This is an optimization exercise on Yosys and OpenROAD, whose aim is small area, a short achievable clock period and few clock cycles per item, not a production implementation.
In this exercise RTL edits were held to simulation tests only and were not proved equivalent to the original.

== old ==
// muldiv_unit
module muldiv_unit #(
    parameter int XLEN = 64
) (
    input  logic            clk,
    input  logic            reset,
    input  logic            start,
    input  logic [2:0]      funct3,
    input  logic [XLEN-1:0] op_a,
    input  logic [XLEN-1:0] op_b,
    input  logic            kill,
    output logic            busy,
    output logic            done,
    output logic [XLEN-1:0] result
);
Size in the first run: about 4000 cells after synthesis, ~240 flip-flops, roughly 200 I/O pins, about 0.030 sq mm of cells after synthesis.
export LEC_CHECK = 0
export CAP_MARGIN = 20
export CORE_MARGIN = 2
export CORE_UTILIZATION = 40
export SETUP_SLACK_MARGIN = 1.5
export SLEW_MARGIN = 20
create_clock -name core_clock -period 6.0 [get_ports {clk}]
run.sh (not shown) runs the stock make flow with config.mk's settings and CLKGATE_MAP_FILE= SYNTH_SCRIPT=/design/flow/synth_recipe.tcl, a recipe that flattens the netlist after the stock synthesis.
Testbench counts of old, summed over its fixed seeds: cycles 22,812, ops 1,600.
Edits applied to the flow inputs when going from old to new:
--- a/flow/design.v
+++ b/flow/design.v
@@ -19,17 +19,17 @@
     logic       rsel;       
     logic [1:0] kz;         
     logic       a_neg, b_neg, bzero, corr;
     logic [5:0] lz_a, lz_b;
     logic       special;    
     logic [65:0] H;         
     logic [63:0] L;         
     logic [65:0] A;         
-    logic x0_h, x0_l, inv0, c_one;
+    logic x0_en, inv_h, inv_l, c_one;
     logic b0_one, b0_two, b0_neg, b1_one, b1_two, b1_neg;
     logic bsy, busy_r;
     assign bsy    = ph_align | ph_mul | ph_msh | ph_div | ph_corr | ph_fix | ph_done;
     assign busy   = busy_r;
     assign done   = ph_done | (ph_align & special);
     assign result = rsel ? H[63:0] : L;
     wire accept = !bsy && start && !kill;
     function automatic logic [5:0] lzc64(input logic [63:0] x);
@@ -65,20 +65,21 @@
     function automatic logic [2:0] booth(input logic [2:0] g);
         booth = {g[1] ^ g[0], (g == 3'b011) || (g == 3'b100), g[2] && !(g[1] && g[0])};
     endfunction
     logic [W-1:0] A_ext, H_ext, X0, X1, X2, S, C, T;
     logic [W:0]   T_ext;
     always_comb begin
         A_ext = {{(W-66){A[65]}}, A};
         H_ext = {{(W-66){H[65]}}, H};
-        X0 = (x0_h ? H_ext : '0) | (x0_l ? {{(W-64){1'b0}}, L} : '0);
-        X0 = X0 ^ {W{inv0}};
+        X0 = x0_en ? H_ext : '0;
         X1 = (b0_one ? A_ext : '0) | (b0_two ? {A_ext[W-2:0], 1'b0} : '0);
         X1 = X1 ^ {W{b0_neg}};
+        if (inv_h) X1 = X1 | ~H_ext;
+        if (inv_l) X1 = X1 | {{(W-64){1'b1}}, ~L};
         X2 = (b1_one ? A_ext : '0) | (b1_two ? {A_ext[W-2:0], 1'b0} : '0);
         X2 = X2 ^ {W{b1_neg}};
         X2 = {X2[W-3:0], b1_neg, b0_neg};
         S = X0 ^ X1 ^ X2;
         C = {(X0[W-2:0] & X1[W-2:0]) | (X0[W-2:0] & X2[W-2:0]) | (X1[W-2:0] & X2[W-2:0]), b1_neg};
         T_ext = {S, 1'b1} + {C, b1_neg | c_one};
         T = T_ext[W:1];
     end
@@ -159,54 +160,54 @@
                 ph_div   <= n_div;
                 ph_corr  <= n_corr;
                 ph_fix   <= n_fix;
                 ph_done  <= n_done;
             end
         end
     end
     always_ff @(posedge clk) begin
-        x0_h   <= 1'b1;
-        x0_l   <= 1'b0;
-        inv0   <= 1'b0;
+        x0_en  <= 1'b1;
+        inv_h  <= 1'b0;
+        inv_l  <= 1'b0;
         c_one  <= 1'b0;
         {b0_one, b0_two, b0_neg} <= 3'b000;
         {b1_one, b1_two, b1_neg} <= 3'b000;
         if (n_mul) begin
             if (!bsy) begin
-                x0_h <= 1'b0;
                 {b0_one, b0_two, b0_neg} <= booth({op_a[1:0], 1'b0});
                 {b1_one, b1_two, b1_neg} <= booth(op_a[3:1]);
             end else begin
                 {b0_one, b0_two, b0_neg} <= booth(L[5:3]);
                 {b1_one, b1_two, b1_neg} <= booth(L[7:5]);
             end
         end
         if (n_align) begin
-            inv0  <= !funct3[0] && op_a[63];
+            x0_en <= !(!funct3[0] && op_a[63]);
+            inv_h <= !funct3[0] && op_a[63];
             c_one <= !funct3[0] && op_a[63];
         end
         if (n_div) begin
             b0_one <= 1'b1;
             b0_neg <= (ph_div ? qbit : 1'b1) ^ b_neg;
         end
         if (n_corr) begin
             b0_one <= 1'b1;
             b0_neg <= b_neg;
         end
         if (n_fix) begin
             if (!fn[2]) begin
                 b0_one <= 1'b1;
             end else if (fn[1]) begin
-                inv0  <= 1'b1;
+                x0_en <= 1'b0;
+                inv_h <= 1'b1;
                 c_one <= 1'b1;
             end else begin
-                x0_h  <= 1'b0;
-                x0_l  <= 1'b1;
-                inv0  <= 1'b1;
+                x0_en <= 1'b0;
+                inv_l <= 1'b1;
                 c_one <= 1'b1;
             end
         end
     end
     always_ff @(posedge clk) begin
         if (!bsy) begin
             fn    <= funct3;
             rsel  <= funct3[2] ? funct3[1] : (funct3[1:0] != 2'b00);
@@ -215,21 +216,22 @@
             bzero <= (op_b == '0);
             corr  <= (funct3 == 3'b011) && op_a[63];
             cnt   <= 6'd15;
             kz    <= (op_a[63:15] == '0 || op_a[63:15] == '1) ? 2'd3 :
                      (op_a[63:31] == '0 || op_a[63:31] == '1) ? 2'd2 :
                      (op_a[63:47] == '0 || op_a[63:47] == '1) ? 2'd1 : 2'd0;
             lz_a  <= lzc64(op_a ^ {64{!funct3[0] && op_a[63]}});
             lz_b  <= lzc64(op_b ^ {64{!funct3[0] && op_b[63]}});
-            H <= {{2{!funct3[0] && op_a[63]}}, op_a};
             if (funct3[2]) begin
+                H <= {{2{!funct3[0] && op_a[63]}}, op_a};
                 A <= {{2{!funct3[0] && op_b[63]}}, op_b};
                 L <= {64{op_b == '0}};
             end else begin
+                H <= '0;
                 A <= {{2{(funct3 == 3'b001) && op_b[63]}}, op_b};
                 L <= op_a;
             end
         end else begin
             H <= ph_mul ? {T[W-1], T[W-1:4]} : ph_msh ? {{16{H[65]}}, H[65:16]} : T[65:0];
             if (ph_align) begin
                 cnt <= sft;
                 A   <= A << sft;
@@ -242,12 +244,12 @@
                 L   <= {H[15:0], L[63:16]};
                 cnt <= cnt - 6'd4;
             end
             if (ph_div) begin
                 L   <= {L[62:0], qbit};
                 if (cnt != 6'd0) A <= {A[65], A[65:1]};
                 cnt <= cnt - 1'b1;
             end
-            if (ph_fix) rsel <= 1'b1;
+            if (ph_fix) L <= T[63:0];
         end
     end
 endmodule
Results
- In summary, new completed successfully, with a layout that passed the timing, design-rule and antenna checks.
- Wire length per cell: new higher than old
- Comparing new and old, the lower number of global-route vias before repair was measured on old.
- Against old, the final cell area of new is higher.
- old → new: placement-stage cell area now larger, core utilization now larger, number of nets in the final layout now larger.
- Maximum clock frequency, new and old: lower on new
- First-pass GRT wire length, new and old, lower one = old.
- new vs old: final worst hold slack up in new
- Going from old to new, the die area was enlarged.
Testbench counts of new, summed over its fixed seeds: cycles 22,812, ops 1,600.

-- re-timing with driven ports --
The results above use ideal ports. As a check the final layouts listed here were re-extracted and re-timed, cells and wires unchanged.
Step 1 sets driving cells, clkbuf_16 on the clock port and buf_2 on the other inputs (assumed; they add their load-dependent delay and slew).
Step 2 moves the port delays by t, midway between the first and last clock arrival at a register: inputs arrive t later, outputs are due t later. That takes back most of the time a late clock gives input paths.
a / b / c = ideal ports / drivers / drivers and shift; a / b = the first two.
| run | t, ns | setup slack, ns | worst setup path after step 2 | latest minus earliest clock arrival (ns) | cell pins on the clock port's net |
|---|---|---|---|---|---|
| old | 0.665 | 1.510 / 1.510 / 1.118 | input to register | 0.021 / 0.021 | 1 |
| new | 0.633 | 1.355 / 1.355 / 0.969 | input to register | 0.027 / 0.027 | 1 |
After both steps every run listed still meets setup and hold. The setup slack of old, which loses most, moves by 0.000 ns with the drivers and by -0.392 ns with both steps.
